Background: an optimization exercise with open tools, aiming at small area, a short achievable clock period and few clock cycles per item. Do not read the settings as production practice. Only simulation tests tie the RTL to the original design; equivalence was not proved. Power figures rest on the tool's default switching activity, not on a simulated workload.

==> flow/design.v (excerpt) <==
module qspi_xip_line_cache #(
    parameter int NUM_LINES  = 32,
    parameter int LINE_WORDS = 4,
    parameter int ADDR_W     = 24
) (
    input  wire logic              HCLK,
    input  wire logic              HRESETn,
    input  wire logic              HSEL,
    input  wire logic              HREADY,
    input  wire logic [1:0]        HTRANS,
    input  wire logic              HWRITE,
    input  wire logic [ADDR_W-1:0] HADDR,
    output logic                   HREADYOUT,
    output logic                   HRESP,
    output logic [31:0]            HRDATA,
    input  wire logic              flush,
    output logic                   fill_req,
    output logic [ADDR_W-1:0]      fill_addr,
    input  wire logic              fill_valid,
    input  wire logic [31:0]       fill_rdata
);
Size in the first run: roughly 7600 cells after synthesis, ~4700 flip-flops, about 120 I/O pins.
Settings: LEC_CHECK=0, CAP_MARGIN=20, CORE_MARGIN=2, CORE_UTILIZATION=70, CTS_CLUSTER_DIAMETER=70, CTS_CLUSTER_SIZE=24, SETUP_SLACK_MARGIN=2.6, SLEW_MARGIN=20, SYNTH_MEMORY_MAX_BITS=8192; clock period 5.0 ns.
run.sh (not shown) runs the stock make flow with config.mk's settings and CLKGATE_MAP_FILE= SYNTH_SCRIPT=/design/flow/synth_recipe.tcl, a recipe that flattens the netlist after the stock synthesis.
Testbench counts at the start, summed over its fixed seeds: cycles 132,401, reads 24,000.
Change:
- CORE_UTILIZATION: 70 -> 40
- CTS_CLUSTER_DIAMETER: 70 -> unset
- CTS_CLUSTER_SIZE: 24 -> unset
- SETUP_SLACK_MARGIN: 2.6 -> 2.4
=> The new run produced a clean layout; design area goes up by 4.2%; global-route usage went down by 18 points; synthesized cell count is unchanged; critical path depth does not change; combinational power fell by about 7%; area after synthesis does not change; die area rises by 74%; via count decreases by 4.2%; sequential share of layout area fell by 2.8 points; routed wire length falls by 1.2%; non-clock buffer count went down by 80.
Change:
- CORE_UTILIZATION: 40 -> 60
- CTS_CLUSTER_DIAMETER: unset -> 70
- CTS_CLUSTER_SIZE: unset -> 24
- SETUP_SLACK_MARGIN: 2.4 -> 2.6
Outcome: First-iteration DRC count is higher by 23%. Worst setup slack is worse by 0.041 ns. Cell count is lower by about 16%. Clock skew stays flat. Count of clock-buffer cells in the layout is lower by 252. Synthesized area stays the same. Final area is lower by 3.1%. Register-to-register slack is better by 0.11 ns. Fmax is lower by about 1.2%.


## main
Another version of the RTL of qspi_xip_line_cache (not shown whole).
Size in the first run: about 7900 cells after synthesis, ~4700 flip-flops, roughly 120 I/O pins, roughly 180000 um^2 of cells after synthesis.
==> flow/design.v (excerpt) <==
module qspi_xip_line_cache #(
    parameter int NUM_LINES  = 32,
    parameter int LINE_WORDS = 4,
    parameter int ADDR_W     = 24
) (
    input  wire logic              HCLK,
    input  wire logic              HRESETn,
    input  wire logic              HSEL,
    input  wire logic              HREADY,
    input  wire logic [1:0]        HTRANS,
    input  wire logic              HWRITE,
    input  wire logic [ADDR_W-1:0] HADDR,
    output logic                   HREADYOUT,
    output logic                   HRESP,
    output logic [31:0]            HRDATA,
    input  wire logic              flush,
    output logic                   fill_req,
    output logic [ADDR_W-1:0]      fill_addr,
    input  wire logic              fill_valid,
    input  wire logic [31:0]       fill_rdata
);
Settings: LEC_CHECK=0, CAP_MARGIN=20, CORE_MARGIN=2, CORE_UTILIZATION=40, CTS_CLUSTER_DIAMETER=70, CTS_CLUSTER_SIZE=24, SETUP_SLACK_MARGIN=2.8, SLEW_MARGIN=20, SYNTH_MEMORY_MAX_BITS=8192; clock period 5.0 ns.
Testbench counts of main, summed over its fixed seeds: cycles 132,401, reads 24,000.
Inputs modified between main and the feature branch:
- CTS_CLUSTER_DIAMETER: 70 -> unset
- CTS_CLUSTER_SIZE: 24 -> unset
- SETUP_SLACK_MARGIN: 2.8 -> 3.0
### Flow results
Length of routed wiring on met1 across the feature branch and main: no real change. Delta (the feature branch minus main): number of global-route vias before repair went up 4.4%, peak supply drop went up 0.00014 V, ratio of final minimum period to clock period held, total global-route track usage went up 0.78 points. Cmp the feature branch vs main: final period demand of the worst path higher in the feature branch.


qspi_xip_line_cache with an RTL version that a note above also has.
Size: roughly 4700 flip-flops, ~120 I/O pins, ~180000 um^2 of cells after synthesis.
Settings: LEC_CHECK=0, CAP_MARGIN=20, CORE_MARGIN=2, CORE_UTILIZATION=55, CTS_CLUSTER_DIAMETER=70, CTS_CLUSTER_SIZE=24, SETUP_SLACK_MARGIN=2.6, SLEW_MARGIN=20, SYNTH_MEMORY_MAX_BITS=8192; clock period 5.0 ns.
The baseline produced a clean layout.
Testbench counts at the start, summed over its fixed seeds: cycles 132,401, reads 24,000.
Next try:
- CORE_UTILIZATION: 55 -> 66
=> The new run completed without violations. Critical path depth shrinks by 1. Global-route usage grows by 6.3 points. Synthesized cell count stays the same. Routed wire length grows slightly. Cell count shrinks by a few percent. Cell area shrinks slightly. Total power shrinks slightly.
Next try:
- CORE_UTILIZATION: 66 -> 40
After rerunning:
- The new run produced a clean layout
- non-clock buffer count grows by 84
- global-route usage decreases by 14 points
- final cell count came out higher by 21%
- hold slack is worse by 0.038 ns

## what the ideal ports hide
How much do the figures lean on ideal ports? The routed layouts below were timed once more, with nothing changed but the port constraints.
Step 1 (the two cells are an assumption about what drives the block):
set clk [get_ports {HCLK}]
set_driving_cell -lib_cell sky130_fd_sc_hd__clkbuf_16 $clk
set_driving_cell -lib_cell sky130_fd_sc_hd__buf_2 [delete_from_list [all_inputs] $clk]
Step 2 times the ports against the registers' clock, not the clock port: input delays grow and output delays shrink by t, the midpoint of the rising clock arrivals with the driver on.
a / b / c = no drivers / after step 1 / after step 2; a / b = the first two.
run | t, ns | setup WS [ns] | hold slack, ns | worst data-port slew with drivers (ns)
the first run of note 1 | 1.034 | 1.770 / 1.319 / 0.285 | 0.121 / 0.047 / 0.490 | 0.67
the second run of note 1 | 1.087 | 1.731 / 1.570 / 0.483 | 0.063 / -0.014 / 0.479 | 0.37
the third run of note 1 | 1.055 | 1.690 / 1.543 / 0.488 | 0.093 / 0.021 / 0.487 | 0.27
main | 1.112 | 1.932 / 1.732 / 0.619 | 0.406 / 0.310 / 0.480 | 0.35
the feature branch | 1.149 | 1.925 / 1.637 / 0.488 | 0.253 / 0.187 / 0.484 | 0.72
the first run of note 3 | 1.071 | 1.873 / 1.425 / 0.354 | 0.382 / 0.318 / 0.482 | 0.70
the second run of note 3 | 1.049 | 1.880 / 1.418 / 0.369 | 0.148 / 0.088 / 0.487 | 0.65
the third run of note 3 | 1.093 | 1.857 / 1.526 / 0.433 | 0.109 / 0.033 / 0.488 | 0.51
After both steps every run listed still meets setup and hold. The setup slack of the first run of note 3, which loses most, moves by -0.448 ns with the drivers and by -1.519 ns with both steps.
